This design comes from an exercise in tuning for small area, a short achievable clock period and few clock cycles on the open sky130 flow, not from production work. Function was checked by simulation only, so behaviour that the tests miss may differ from the original. No activity file was given, so power comes from the tool's default toggle rates.

## config.mk

```make
export PLATFORM = sky130hd
export DESIGN_NAME = top_k_score_table
export DESIGN_NICKNAME = top_k_score_table
export VERILOG_FILES = /design/flow/design.v
export SDC_FILE = /design/flow/constraint.sdc
export NUM_CORES = 4
export LEC_CHECK = 0
export CAP_MARGIN = 20
export CORE_MARGIN = 2
export CORE_UTILIZATION = 40
export SLEW_MARGIN = 20
```

## constraint.sdc

```tcl
create_clock -name core_clock -period 6.0 [get_ports {clk}]
set_input_delay 1.2000 -clock core_clock [delete_from_list [all_inputs] [get_ports {clk}]]
set_output_delay 1.2000 -clock core_clock [all_outputs]
set_load 0.01 [all_outputs]
```

## design.v

```verilog
package tkst_pkg;
	localparam int TABLE_SIZE_DEF = 64;
	localparam int MAX_RESULTS    = 64;
	localparam int SCORE_W        = 32;
	localparam int RANK_W         = 6;
	localparam int COUNT_W        = 7;
	localparam int OP_W           = 2;
	typedef enum logic [OP_W-1:0] {
		OP_INSERT = 2'd0,
		OP_CLEAR  = 2'd1,
		OP_READ   = 2'd2
	} op_t;
	typedef enum logic [2:0] {
		ST_IDLE,
		ST_DISPATCH,
		ST_INS_RD,
		ST_INS_CMP,
		ST_RD_REQ,
		ST_RD_OUT,
		ST_STATUS
	} state_t;
	typedef struct packed {
		logic latch;
		logic clear;
		logic ins_read;
		logic ins_shift;
		logic ins_place;
		logic rd_read;
		logic rd_emit;
		logic st_emit;
	} ctrl_cmd_t;
	typedef struct packed {
		logic [OP_W-1:0] op;
		logic            n_zero;
		logic            i_zero;
		logic            above;
		logic            last_entry;
		logic            out_free;
	} dp_stat_t;
endpackage
import tkst_pkg::*;
module tkst_ctrl (
	input  logic                 clk,
	input  logic                 arst_n,
	input  logic                 in_valid,
	output logic                 in_ready,
	input  tkst_pkg::dp_stat_t   st,
	output tkst_pkg::ctrl_cmd_t  cmd
);
	tkst_pkg::state_t state_q;
	tkst_pkg::state_t state_nxt;
	always_ff @(posedge clk or negedge arst_n) begin
		if (!arst_n) begin
			state_q <= ST_IDLE;
		end else begin
			state_q <= state_nxt;
		end
	end
	always_comb begin
		state_nxt = state_q;
		case (state_q)
			ST_IDLE: begin
				if (in_valid) state_nxt = ST_DISPATCH;
			end
			ST_DISPATCH: begin
				case (st.op)
					OP_INSERT: state_nxt = ST_INS_RD;
					OP_READ:   state_nxt = st.n_zero ? ST_STATUS : ST_RD_REQ;
					default:   state_nxt = ST_STATUS;
				endcase
			end
			ST_INS_RD: begin
				state_nxt = st.i_zero ? ST_STATUS : ST_INS_CMP;
			end
			ST_INS_CMP: begin
				state_nxt = st.above ? ST_INS_RD : ST_STATUS;
			end
			ST_RD_REQ: begin
				state_nxt = ST_RD_OUT;
			end
			ST_RD_OUT: begin
				if (st.out_free) state_nxt = st.last_entry ? ST_IDLE : ST_RD_REQ;
			end
			ST_STATUS: begin
				if (st.out_free) state_nxt = ST_IDLE;
			end
			default: state_nxt = ST_IDLE;
		endcase
	end
	always_comb begin
		cmd      = '0;
		in_ready = 1'b0;
		case (state_q)
			ST_IDLE: begin
				in_ready  = 1'b1;
				cmd.latch = in_valid;
			end
			ST_DISPATCH: begin
				cmd.clear = (st.op == OP_CLEAR);
			end
			ST_INS_RD: begin
				cmd.ins_place = st.i_zero;
				cmd.ins_read  = !st.i_zero;
			end
			ST_INS_CMP: begin
				cmd.ins_shift = st.above;
				cmd.ins_place = !st.above;
			end
			ST_RD_REQ: begin
				cmd.rd_read = 1'b1;
			end
			ST_RD_OUT: begin
				cmd.rd_emit = st.out_free;
			end
			ST_STATUS: begin
				cmd.st_emit = st.out_free;
			end
			default: begin
				cmd = '0;
			end
		endcase
	end
endmodule
import tkst_pkg::*;
module tkst_dp #(
	parameter int TABLE_SIZE = tkst_pkg::TABLE_SIZE_DEF
) (
	input  logic                         clk,
	input  logic                         arst_n,
	input  tkst_pkg::ctrl_cmd_t          cmd,
	output tkst_pkg::dp_stat_t           st,
	input  logic [tkst_pkg::OP_W-1:0]    in_op,
	input  logic [tkst_pkg::SCORE_W-1:0] in_score,
	input  logic [tkst_pkg::COUNT_W-1:0] in_read_count,
	output logic                         out_tvalid,
	input  logic                         out_tready,
	output logic [tkst_pkg::SCORE_W-1:0] out_score,
	output logic [tkst_pkg::RANK_W-1:0]  out_rank,
	output logic                         out_valid,
	output logic                         out_last,
	output logic [tkst_pkg::COUNT_W-1:0] out_count
);
	localparam int CW = $clog2(TABLE_SIZE + 1);
	localparam int AW = (TABLE_SIZE > 1) ? $clog2(TABLE_SIZE) : 1;
	localparam int XW = (CW > COUNT_W) ? CW : COUNT_W;
	logic [SCORE_W-1:0] mem [TABLE_SIZE];
	logic [SCORE_W-1:0] rd_data_q;
	logic [OP_W-1:0]    op_q;
	logic [SCORE_W-1:0] score_q;
	logic [CW-1:0]      held_q;
	logic [CW-1:0]      i_q;
	logic [COUNT_W-1:0] k_q;
	logic [COUNT_W-1:0] n_q;
	logic               tvalid_q;
	logic [CW-1:0]      i_m1;
	logic               i_in_table;
	logic               held_full;
	logic               mem_we;
	logic               mem_re;
	logic [AW-1:0]      waddr;
	logic [AW-1:0]      raddr;
	logic [SCORE_W-1:0] wdata;
	logic [XW-1:0]      held_x;
	logic [XW-1:0]      want_x;
	logic [XW-1:0]      n_x;
	logic               out_free;
	assign i_m1       = i_q - CW'(1);
	assign i_in_table = (i_q != CW'(TABLE_SIZE));
	assign held_full  = (held_q == CW'(TABLE_SIZE));
	assign held_x = XW'(held_q);
	assign want_x = XW'(in_read_count);
	always_comb begin
		n_x = want_x;
		if (n_x > held_x) n_x = held_x;
		if (n_x > XW'(MAX_RESULTS)) n_x = XW'(MAX_RESULTS);
	end
	assign mem_we = (cmd.ins_shift || cmd.ins_place) && i_in_table;
	assign waddr  = i_q[AW-1:0];
	assign wdata  = cmd.ins_shift ? rd_data_q : score_q;
	assign mem_re = cmd.ins_read || cmd.rd_read;
	assign raddr  = cmd.rd_read ? AW'(k_q) : i_m1[AW-1:0];
	always_ff @(posedge clk) begin
		if (mem_we) mem[waddr] <= wdata;
		if (mem_re) rd_data_q <= mem[raddr];
	end
	always_ff @(posedge clk) begin
		if (cmd.latch) begin
			op_q    <= in_op;
			score_q <= in_score;
			i_q     <= held_q;
			k_q     <= '0;
			n_q     <= COUNT_W'(n_x);
		end else begin
			if (cmd.ins_shift) i_q <= i_m1;
			if (cmd.rd_emit)   k_q <= k_q + COUNT_W'(1);
		end
	end
	always_ff @(posedge clk or negedge arst_n) begin
		if (!arst_n) begin
			held_q <= '0;
		end else if (cmd.clear) begin
			held_q <= '0;
		end else if (cmd.ins_place && !held_full) begin
			held_q <= held_q + CW'(1);
		end
	end
	assign out_free = !tvalid_q || out_tready;
	always_ff @(posedge clk or negedge arst_n) begin
		if (!arst_n) begin
			tvalid_q <= 1'b0;
		end else if (cmd.rd_emit || cmd.st_emit) begin
			tvalid_q <= 1'b1;
		end else if (out_tready) begin
			tvalid_q <= 1'b0;
		end
	end
	always_ff @(posedge clk) begin
		if (cmd.rd_emit) begin
			out_score <= rd_data_q;
			out_rank  <= k_q[RANK_W-1:0];
			out_valid <= 1'b1;
			out_last  <= st.last_entry;
			out_count <= COUNT_W'(held_q);
		end else if (cmd.st_emit) begin
			out_score <= '0;
			out_rank  <= '0;
			out_valid <= 1'b0;
			out_last  <= 1'b1;
			out_count <= COUNT_W'(held_q);
		end
	end
	assign out_tvalid = tvalid_q;
	assign st.op         = op_q;
	assign st.n_zero     = (n_q == '0);
	assign st.i_zero     = (i_q == '0);
	assign st.above      = $signed(score_q) > $signed(rd_data_q);
	assign st.last_entry = ((k_q + COUNT_W'(1)) == n_q);
	assign st.out_free   = out_free;
endmodule
import tkst_pkg::*;
module top_k_score_table #(
	parameter int TABLE_SIZE = tkst_pkg::TABLE_SIZE_DEF
) (
	input  logic        clk,
	input  logic        arst_n,
	input  logic        s_tvalid,
	output logic        s_tready,
	input  logic [39:0] s_tdata,    
	input  logic [1:0]  s_tuser,    
	output logic        m_tvalid,
	input  logic        m_tready,
	output logic [47:0] m_tdata,    
	output logic [0:0]  m_tuser,    
	output logic        m_tlast     
);
	tkst_pkg::ctrl_cmd_t          cmd;
	tkst_pkg::dp_stat_t           st;
	logic [SCORE_W-1:0] out_score;
	logic [RANK_W-1:0]  out_rank;
	logic               out_valid;
	logic [COUNT_W-1:0] out_count;
	tkst_ctrl u_ctrl (
		.clk      (clk),
		.arst_n   (arst_n),
		.in_valid (s_tvalid),
		.in_ready (s_tready),
		.st       (st),
		.cmd      (cmd)
	);
	tkst_dp #(
		.TABLE_SIZE (TABLE_SIZE)
	) u_dp (
		.clk           (clk),
		.arst_n        (arst_n),
		.cmd           (cmd),
		.st            (st),
		.in_op         (s_tuser),
		.in_score      (s_tdata[31:0]),
		.in_read_count (s_tdata[38:32]),
		.out_tvalid    (m_tvalid),
		.out_tready    (m_tready),
		.out_score     (out_score),
		.out_rank      (out_rank),
		.out_valid     (out_valid),
		.out_last      (m_tlast),
		.out_count     (out_count)
	);
	assign m_tdata    = {3'b000, out_count, out_rank, out_score};
	assign m_tuser[0] = out_valid;
endmodule
```

## run.sh

```bash
#!/bin/bash
# synth_recipe.tcl (not shown) runs the flow's synth.tcl, then flattens the netlist and writes it again
# the make line also repeats each setting of config.mk as NAME=value (left out here)
make -C /OpenROAD-flow-scripts/flow DESIGN_CONFIG=/design/flow/config.mk WORK_HOME=/design/flow/orfs CLKGATE_MAP_FILE= SYNTH_SCRIPT=/design/flow/synth_recipe.tcl finish
```

==> metrics.md, run 1 <==
| Metric | Value |
|---|---|
| Period minus WS final | just over 5 ns |
| Highest clock rate | between 0.15 and 0.2 GHz |
| Static leakage power | 0.03091 µW |
| RSZ-0062 raised after global routing | no |
| Worst-case reg-to-reg path depth | 10 |
| Peak supply drop | about 0.66 mV |
| IO Pins | around 100 |
| PD cells | 544.5 nW/µm² |
| Post-synthesis sequential area ratio | 0.7730 |
| Die area | between 200000 and 250000 µm² |
| Critical path fanouts, max | 33 |
| Routed wl met2 | between 100000 and 150000 µm |
| DR iter-0 viols | about 5500 |
| Routability congestion estimate from global placement | between 0.8 and 0.9 |
| Residual DRC | 0 |
| Max Used Layer | met4 |
| Placed Area | between 90000 and 100000 µm² |
| Worst EP required | approximately 6.6 ns |
| Reg-to-reg slack, setup | around 0.95 ns |
| Post-DP HPWL | ~130000 µm |
| Via count | roughly 42000 |
| Largest net degree at the start of global routing | 107 |
| WHS | roughly 0.51 ns |
| Number of flops mapped to enable cells by yosys | approximately 2200 |
| Postcts setup bufs | 0 |
| CTS tree | yes |
| Effective utilization at floorplan | 0.4016 |
| Nets | approximately 4300 |
| Total grt overflow | 0 |
| Yosys warnings | 2 |
| CP endpoint kind | register |
| Num CTS Buffers | approximately 210 |
| Netlist Area Pre-Place | about 85000 µm² |
| Clock sinks | roughly 2200 |
| Final instance area | roughly 98000 µm² |
| Status | complete, no violations |
| Metal-1 WL | 91100 µm |
| Cells after synthesis | about 4000 |
| Layout cells sized above 1 | 0.2560 |
| Gr usage total | 0.2057 |
| Tcrit/Tclk final | 0.8412 |
| Setup Skew | roughly 0.05 ns |
| Rel. slew slack | 0.2310 |
| DR pass1 iterations | 6 |
| Synthesis-to-finish area growth | 14.83% |
| Worst Max-Slew Pin Slew | 1.153 ns |
| Type of the worst min-delay path | register to register |
| H-tree level count | 4 |
| Asr flop ratio synth | 0.005016 |
| Skew-Pair Late Insertion Delay | about 0.87 ns |
| Worst-path clk slew | approximately 0.07 ns |
| Post-route non-filler standard cell count | just over 7000 |
| Slew Limit Fails | 0 |
| # rows | ~170 |
| Initial antenna violation count | 13 |
| WL per Instance | about 31 µm |
| First-pass GRT wire length | approximately 310000 µm |
| Port bufs | 93 |
| CP arrival | roughly 5.7 ns |
| Crit path launch type | register |
| Final setup viols | 0 |
| Post-synth top flop | edfxtp_1 |
| Vias in the first global route | a little over 40000 |
| Synthesized flop and latch total | 2193 |
| Root Buffer | clkbuf_16 |
| Vias/cell | slightly below 6 |
| Core area | 211700 µm² |
| Dpl cells | ~6800 |
| Fin Setup TNS | 0 ns |
| Post-cts sizing count | 0 |
| Total power | ~53000 µW |
| Max Cap Viol | 0 |
| Die height | ~470 µm |
| Hold buffer count at cts | 0 |
| Routed length on met3 | between 15000 and 20000 µm |
| Hold path depth | 2 |
| Final wirelength | about 220000 µm |
| Longest Clk Path Bufs | 3 |
| DRT antenna net count | 0 |
| Synthesized area per cell | about 22 µm² |
| Chip width | ~470 µm |
| Synth cell types | a little over 60 |
| Kind of critical path | register to register |
| Final hold vios | 0 |
## sequential cells by signal, indices dropped and copies added, names as in the netlist
register / cells
u_dp.tvalid_q: 1
u_dp.held_q: 7
u_dp.mem: 2048
u_dp.out_score: 32
u_ctrl.state_q: 3
u_dp.out_rank: 6
u_dp.k_q: 7
u_dp.i_q: 7
u_dp.score_q: 32
u_dp.out_last: 1
u_dp.n_q: 7
u_dp.rd_data_q: 32
u_dp.out_valid: 1
u_dp.out_count: 7
u_dp.op_q: 2
## cell type report
type | instances | area (µm²)
antenna | 6 | 15.01
clock buffer | 257 | 5410
clock inverter | 136 | 1311
fill | 17440 | 114000
inverter | 47 | 176.4
multi-input combinational | 1466 | 18660
sequential | 2193 | 65720
tap | 2821 | 3530
timing repair buffer | 303 | 2790
## metrics by stage
stage | util | worst slack [ns]
floorplan | - | 2.356
global placement | 0.4292 | 1.156
detailed placement | 0.4292 | 1.126
CTS | 0.4609 | 1.065
global route | 0.4611 | 0.6935
finish | 0.4612 | 0.9525
## routing by layer
metal | vias to the layer above | track usage
li1 | 17050 | -
met1 | 22470 | 0.2858
met2 | 1923 | 0.3259
met3 | 349 | 0.03936
met4 | 0 | 0.07300
met5 | - | 0
## power breakdown
group          internal [µW]  switching [µW]  total (µW)  leakage [µW]
Clock                   7180            5780       13000       0.00327
Sequential             19200             307       19500        0.0198
Combinational           7680           13000       20700       0.00782
## worst max-delay path, cell delays in order (launching register included)
cell,delay [ns]
edfxtp_1,0.41
ha_1,0.42
nand4_1,0.21
nor2_1,0.08
a221oi_1,0.28
nand3_1,0.17
a21oi_1,0.46
xor2_1,0.24
nand3_2,0.82
mux2_2,1.10
buf_4,0.49
## Yosys cell counts, types with 24 or more instances
cell type  number  area share
and3_1         24      0.0018
a221oi_1       61      0.0063
edfxtp_1     2174        0.77
nor2_1        137      0.0060
buf_4          37      0.0033
a22oi_1        28      0.0025
inv_1          47      0.0021
buf_2          72      0.0042
nand2_1       133      0.0059
a21oi_1        38      0.0022
o21ai_0        69      0.0041
mux4_2        512        0.14
mux2_2         36      0.0048
clkbuf_1       67      0.0030
ha_1           44      0.0065
mux2i_1       151       0.018
## cells by family after synthesis
kind of cell | Yosys count | share of synthesized area
flops | 2193 | 0.7730
buf+inv | 248 | 0.01470
compound gates | 284 | 0.02242
other cells | 1 | 0.00004411
fa+ha+maj | 44 | 0.006476
simple gates | 416 | 0.02306
mux | 699 | 0.1582
xor+xnor | 20 | 0.002061
## path summary, 6_finish.rpt
path,endpoint,start
max in group asynchronous,u_ctrl.state_q[1],arst_n
min,u_dp.out_valid,u_dp.out_valid
min reg2reg,u_dp.out_valid,u_dp.out_valid
max reg2reg,u_dp.mem[23][14],u_dp.score_q[31]
min in group asynchronous,u_ctrl.state_q[0],arst_n
max,u_dp.mem[23][14],u_dp.score_q[31]
## placed cells by master, fill, tap and decap left out, drive strengths merged, types with 8 or more instances in the layout
master            n
edfxtp         2174
mux4            512
clkbuf          257
buf             210
mux2i           151
nor2            137
nand2           133
clkinv          111
clkdlybuf4s50    93
o21ai            78
a221oi           61
inv              53
ha               44
a21oi            38
mux2             36
a22oi            28
and3             24
nand3            22
a31oi            20
and4             20
o22ai            17
bufinv           17
nor3             15
nand4            13
xor2             12
dfrtp            11
nor2b            10
a211o            10
or3               9
and2              9
xnor2             8
dfxtp             8
Testbench counts, summed over its fixed seeds: cycles 198,350.
==> run 2: changes to the inputs <==
--- a/design.v
+++ b/design.v
@@ -58,66 +58,54 @@
 	end
 	always_comb begin
 		state_nxt = state_q;
-		case (state_q)
-			ST_IDLE: begin
-				if (in_valid) state_nxt = ST_DISPATCH;
-			end
-			ST_DISPATCH: begin
-				case (st.op)
-					OP_INSERT: state_nxt = ST_INS_RD;
-					OP_READ:   state_nxt = st.n_zero ? ST_STATUS : ST_RD_REQ;
-					default:   state_nxt = ST_STATUS;
-				endcase
-			end
-			ST_INS_RD: begin
-				state_nxt = st.i_zero ? ST_STATUS : ST_INS_CMP;
-			end
-			ST_INS_CMP: begin
-				state_nxt = st.above ? ST_INS_RD : ST_STATUS;
-			end
-			ST_RD_REQ: begin
-				state_nxt = ST_RD_OUT;
-			end
-			ST_RD_OUT: begin
-				if (st.out_free) state_nxt = st.last_entry ? ST_IDLE : ST_RD_REQ;
-			end
-			ST_STATUS: begin
-				if (st.out_free) state_nxt = ST_IDLE;
-			end
-			default: state_nxt = ST_IDLE;
-		endcase
-	end
-	always_comb begin
-		cmd      = '0;
-		in_ready = 1'b0;
+		cmd       = '0;
+		in_ready  = 1'b0;
 		case (state_q)
 			ST_IDLE: begin
 				in_ready  = 1'b1;
 				cmd.latch = in_valid;
+				if (in_valid) state_nxt = ST_DISPATCH;
 			end
 			ST_DISPATCH: begin
-				cmd.clear = (st.op == OP_CLEAR);
-			end
-			ST_INS_RD: begin
-				cmd.ins_place = st.i_zero;
-				cmd.ins_read  = !st.i_zero;
+				case (st.op)
+					OP_INSERT: begin
+						cmd.ins_read = 1'b1;           
+						state_nxt    = ST_INS_CMP;
+					end
+					OP_READ: begin
+						if (st.n_zero) state_nxt = ST_STATUS;
+						else begin
+							cmd.rd_read = 1'b1;        
+							state_nxt   = ST_RD_OUT;
+						end
+					end
+					default: begin
+						cmd.clear = (st.op == OP_CLEAR);
+						state_nxt = ST_STATUS;
+					end
+				endcase
 			end
 			ST_INS_CMP: begin
-				cmd.ins_shift = st.above;
-				cmd.ins_place = !st.above;
-			end
-			ST_RD_REQ: begin
-				cmd.rd_read = 1'b1;
+				if (!st.i_zero && st.above) begin
+					cmd.ins_shift = 1'b1;
+				end else begin
+					cmd.ins_place = 1'b1;
+					state_nxt     = ST_STATUS;
+				end
 			end
 			ST_RD_OUT: begin
-				cmd.rd_emit = st.out_free;
+				if (st.out_free) begin
+					cmd.rd_emit = 1'b1;
+					if (st.last_entry) state_nxt = ST_IDLE;
+				end
 			end
 			ST_STATUS: begin
-				cmd.st_emit = st.out_free;
-			end
-			default: begin
-				cmd = '0;
-			end
+				if (st.out_free) begin
+					cmd.st_emit = 1'b1;
+					state_nxt   = ST_IDLE;
+				end
+			end
+			default: state_nxt = ST_IDLE;
 		endcase
 	end
 endmodule
@@ -152,7 +140,8 @@
 	logic [COUNT_W-1:0] k_q;
 	logic [COUNT_W-1:0] n_q;
 	logic               tvalid_q;
-	logic [CW-1:0]      i_m1;
+	logic [CW-1:0]      i_m1, i_m2;
+	logic [COUNT_W-1:0] k_p1;
 	logic               i_in_table;
 	logic               held_full;
 	logic               mem_we;
@@ -165,6 +154,8 @@
 	logic [XW-1:0]      n_x;
 	logic               out_free;
 	assign i_m1       = i_q - CW'(1);
+	assign i_m2       = i_q - CW'(2);
+	assign k_p1       = k_q + COUNT_W'(1);
 	assign i_in_table = (i_q != CW'(TABLE_SIZE));
 	assign held_full  = (held_q == CW'(TABLE_SIZE));
 	assign held_x = XW'(held_q);
@@ -177,8 +168,13 @@
 	assign mem_we = (cmd.ins_shift || cmd.ins_place) && i_in_table;
 	assign waddr  = i_q[AW-1:0];
 	assign wdata  = cmd.ins_shift ? rd_data_q : score_q;
-	assign mem_re = cmd.ins_read || cmd.rd_read;
-	assign raddr  = cmd.rd_read ? AW'(k_q) : i_m1[AW-1:0];
+	assign mem_re = cmd.ins_read || cmd.ins_shift || cmd.rd_read || cmd.rd_emit;
+	always_comb begin
+		if (cmd.ins_read)       raddr = i_m1[AW-1:0];
+		else if (cmd.ins_shift) raddr = i_m2[AW-1:0];
+		else if (cmd.rd_read)   raddr = '0;
+		else                    raddr = k_p1[AW-1:0];
+	end
 	always_ff @(posedge clk) begin
 		if (mem_we) mem[waddr] <= wdata;
 		if (mem_re) rd_data_q <= mem[raddr];
@@ -192,7 +188,7 @@
 			n_q     <= COUNT_W'(n_x);
 		end else begin
 			if (cmd.ins_shift) i_q <= i_m1;
-			if (cmd.rd_emit)   k_q <= k_q + COUNT_W'(1);
+			if (cmd.rd_emit)   k_q <= k_p1;
 		end
 	end
 	always_ff @(posedge clk or negedge arst_n) begin
@@ -234,7 +230,7 @@
 	assign st.n_zero     = (n_q == '0);
 	assign st.i_zero     = (i_q == '0);
 	assign st.above      = $signed(score_q) > $signed(rd_data_q);
-	assign st.last_entry = ((k_q + COUNT_W'(1)) == n_q);
+	assign st.last_entry = (k_p1 == n_q);
 	assign st.out_free   = out_free;
 endmodule
 import tkst_pkg::*;
==> run 2 against run 1 <==
Against the previous run:
- sequential power barely moved
- global-route usage is 2.4 points higher
- combinational power grew 7%
- via count rose by 34%
- register-to-register slack got worse by 0.76 ns
- critical path depth increased by 5
- final cell count rose by 33%
- synthesized area is 3.6% higher
- die area is 3.6% higher
- largest cell class unchanged
- maximum frequency fell by 13%
- still clean on timing, DRC and antenna
- wire length grew 17%
- final area increased by 4.1%
==> metrics.md, run 2 <==
| Metric | Value |
|---|---|
| Final hold vios | 0 (unchanged) |
| Static leakage power | 0.03378 µW (+9.3%) |
| Highest-count cells in the layout ignoring fill and taps | edfxtp_1 (2174), nand2_1 (1432), nand3_1 (713), mux2i_1 (310), buf_4 (261) |
| Post-synthesis sequential area ratio | 0.7459 (-0.02711) |
| Vias in the first global route | 52830 (+28%) |
| Post-synthesis mux area share | 0.03548 (-0.1227) |
| Adder-cell area share of the yosys netlist | 0.006959 (+0.0004830) |
| Yosys warnings | 2 (unchanged) |
| CTS tree | yes |
| Initial antenna violation count | 12 (-1) |
| IO Pins | 98 (unchanged) |
| Root Buffer | clkbuf_16 |
| Worst-path clk slew | 0.06 ns (about the same) |
| Comb pwr share | 0.407 (+0.018) |
| Yosys top cell by area | edfxtp_1 |
| Number of flops mapped to enable cells by yosys | 2174 (unchanged) |
| Filler Cell Count | 18890 (+8.3%) |
| Final setup viols | 0 (unchanged) |
| Skew-Pair Late Insertion Delay | 0.86 ns (about the same) |
| CP endpoint kind | register |
| Worst Max-Slew Pin Slew | 1.190 ns (+0.03701 ns) |
| Clock power frac | 0.241 (-0.003) |
| Core area | 219300 µm² (+3.6%) |
| Asr flop ratio synth | 0.005016 (unchanged) |
| Gr usage total | 0.2297 (+0.02401) |
| Simple-Gate Fraction of Synth Area | 0.1236 (+0.1006) |
| Switching Fraction | 0.3951 (+0.03548) |
| Final wirelength | 262100 µm (+17%) |
| P_int | 33060 µW (-2.9%) |
| Die area | 224000 µm² (+3.6%) |
| Tcrit/Tclk final | 0.9684 (+0.1272) |
| Port bufs | 93 (unchanged) |
| Cells taking the most area after synthesis | edfxtp_1 (74%), nand2_1 (6.1%), nand3_1 (4.1%) |
| DRT antenna net count | 0 (unchanged) |
| PD cells | 537.6 nW/µm² (-1.3%) |
| Critical path fanouts, max | 18 (-45%) |
| Synth Area in XOR/XNOR | 0.002585 (+0.0005242) |
| Top reg by flops | u_dp.mem |
| Type of the worst min-delay path | register to register |
| Crit path launch type | register |
| Max Cap Viol | 0 (unchanged) |
| Post-synth top flop | edfxtp_1 |
| Status | complete, no violations |
| Total grt overflow | 0 (unchanged) |
| Post-DP HPWL | 159400 µm (+20%) |
| H-tree level count | 4 (unchanged) |
| Layout cells sized above 1 | 0.1125 (-0.1435) |
| Rel. slew slack | 0.2034 (-0.02761) |
| Net load switching power | 21590 µW (+13%) |
| Most common cell in the netlist | edfxtp_1 |
| Worst EP required | 6.66 ns (+0.06 ns) |
| Yosys top cell area share | 0.7410 (-0.02693) |
| Hold buffer count at cts | 0 (unchanged) |
| Synthesized flop and latch total | 2193 (unchanged) |
| First-pass GRT wire length | 375400 µm (+20%) |
| Largest net degree at the start of global routing | 114 (+6.5%) |
| Fin Setup TNS | 0 ns (unchanged) |
| Peak supply drop | 0.5246 mV (-20%) |
| Total power | 54640 µW (+2.8%) |
| # rows | 172 (+1.8%) |
| WL per Instance | 27.26 µm (-12%) |
| Kind of critical path | register to register |
| Chip width | 473.3 µm (+1.8%) |
| Number of flip-flops in the largest register | 2048 (unchanged) |
| Highest clock rate | 0.1721 GHz (-13%) |
| Commonest non-fill, non-tap cell in the layout | edfxtp_1 |
| Period minus WS final | 5.810 ns (+0.7629 ns) |
| Netlist Area Pre-Place | 88100 µm² (+3.6%) |
| DR iter-0 viols | 7363 (+33%) |
| CP arrival | 6.47 ns (+0.82 ns) |
| DR pass1 iterations | 6 (unchanged) |
| Post-synth top cells | edfxtp_1 (2174), nand2_1 (1432), nand3_1 (714) |
| Routability congestion estimate from global placement | 0.8732 (+2.2%) |
| Vias/cell | 5.825 (+0.77%) |
| Effective utilization at floorplan | 0.4017 (about the same) |
| Synthesis-to-finish area growth | 15.36% |
| RSZ-0062 raised after global routing | no |
| Post-cts sizing count | 0 (unchanged) |
| Synth cell types | 80 (+31%) |
| Clock sinks | 2193 (unchanged) |
| Largest family of logic cells by synthesized area | simple AND/OR/NAND/NOR gates |
| Nets | 6653 (+54%) |
| Die height | 473.3 µm (+1.8%) |
| Residual DRC | 0 (unchanged) |
| Slew Limit Fails | 0 (unchanged) |
| Sequential share of power | 0.352 (-0.015) |
| Num CTS Buffers | 216 (+3.3%) |
| Cells after synthesis | 6326 (+62%) |
| Synth Area in Compound Gates | 0.05811 (+0.03570) |
| Synthesized area per cell | 13.93 µm² (-36%) |
| Longest Clk Path Bufs | 3 (unchanged) |
| Postcts setup bufs | 0 (unchanged) |
| Via count | 56000 (+34%) |
| Setup Skew | 0.03105 ns (-0.01784 ns) |
[run 2: cell count changes after synthesis, moves of 42 or more]
cell	previous run	this run
mux4_2	512	0
clkbuf_1	67	142
a211oi_1	5	98
a31oi_1	20	146
buf_2	72	169
nand4_1	13	55
inv_1	47	123
nand3_1	22	714
nand2_1	133	1432
a311oi_1	0	43
a32oi_1	0	96
a21oi_1	38	126
mux2i_1	151	310
[run 2: routing by layer]
| metal | global-route usage | wire [µm] | vias up |
|---|---|---|---|
| met1 | 0.3298 | 108500 | 28410 |
| li1 | - | - | 24240 |
| met3 | 0.03973 | 25940 | 432 |
| met2 | 0.3518 | 118100 | 2915 |
| met4 | 0.08126 | 9597 | 2 |
| met5 | 0 | 10 | - |
[run 2: kinds of logic (layout without fill, tap and decap cells)]
kind of cell             count (synthesis)  after routing
AND/OR/NAND/NOR                       2500           2500
flip-flops                            2193           2193
AO/OA/AOI/OAI                          722            722
buffers and inverters                  523            933
multiplexers                           312            312
adder cells (fa/ha/maj)                 49             49
XOR/XNOR                                26             26
other                                    1              7
[run 2: worst paths after layout]
| path | slack (ns) | startpoint | depth (start not counted) | endpoint |
|---|---|---|---|---|
| min in group asynchronous | 0.73 | arst_n | 1 | u_ctrl.state_q[0] |
| max | 0.19 | u_dp.rd_data_q[23] | 15 | u_dp.rd_data_q[17] |
| min reg2reg | 0.48 | u_dp.out_valid | 2 | u_dp.out_valid |
| min | 0.48 | u_dp.out_valid | 2 | u_dp.out_valid |
| max in group asynchronous | 4.84 | arst_n | 1 | u_dp.held_q[4] |
| max reg2reg | 0.19 | u_dp.rd_data_q[23] | 15 | u_dp.rd_data_q[17] |
[run 2: layout make-up]
type	count	area (µm²)	area share
Clock buffer	262	5599	0.05509
Tap cell	2871	3592	0.03534
Multi-Input combinational cell	3612	20950	0.2061
Timing Repair Buffer	412	4098	0.04032
Clock inverter	136	1206	0.01187
Antenna cell	4	10.01	0.00009848
Sequential cell	2193	65720	0.6466
Inverter	123	461.7	0.004543
[run 2: power by group through the flow]
stage / logic (µW) / clock network [µW] / registers [µW]
6_report: 22200 / 13200 / 19200
3_5_place_dp: 22000 / 0 / 19500
5_1_grt: 23800 / 13900 / 19300
4_1_cts: 22000 / 13300 / 19200
2_1_floorplan: 13500 / 0 / 19600
3_3_place_gp: 21600 / 0 / 19600
[run 2: critical path, stage by stage, from the launching register on]
cell,delay [ns]
edfxtp_1,0.52
inv_1,0.25
ha_1,0.30
nand4_1,0.24
nor3_1,0.08
nand2_1,0.09
nand4b_1,0.34
nor3_4,0.48
o211ai_2,0.20
mux2i_1,0.29
or2_2,0.54
buf_4,0.25
nor2_4,0.65
nand3_1,0.16
a31oi_1,0.78
or4_1,0.38
[run 2: through the flow]
step | setup WS [ns] | hold slack (ns) | area [µm²] | utilization | instances
after CTS | 0.4067 | 0.4758 | 101500 | 0.4627 | 9603
after global placement | 0.4628 | 0.4537 | 94490 | 0.4309 | 9197
after detailed placement | 0.4257 | 0.4676 | 94670 | 0.4317 | 9205
after floorplan | 0.5094 | 0.4620 | 88110 | - | 6328
final | 0.1896 | 0.4820 | 101600 | 0.4635 | 9613
after global routing | 0.1222 | 0.4996 | 101600 | 0.4634 | 9609
Testbench counts of run 2, summed over its fixed seeds: cycles 110,907.

-- what the ideal ports hide --
Ports are ideal in the flow. The routed layouts listed here were re-timed in OpenROAD. Step 1 (the two cells are an assumption about what drives the block):
set clk [get_ports {clk}]
set_driving_cell -lib_cell sky130_fd_sc_hd__clkbuf_16 $clk
set_driving_cell -lib_cell sky130_fd_sc_hd__buf_2 [delete_from_list [all_inputs] $clk]
Step 2 moves the port delays by t, midway between the first and last clock arrival at a register: inputs arrive t later, outputs are due t later. That takes back most of the time a late clock gives input paths. Slacks: ideal ports / drivers / drivers and shift; pairs: ideal ports / drivers.
run	t (ns)	setup WS [ns]	clock arrival spread, ns	worst register clock-pin slew, ns	worst slew at a driven data input, ns
run 1	0.939	0.953 / 0.953 / 0.953	0.052 / 0.052	0.07 / 0.07	0.05
run 2	0.935	0.190 / 0.190 / 0.190	0.037 / 0.036	0.07 / 0.07	0.05
After both steps every run listed still meets setup and hold.
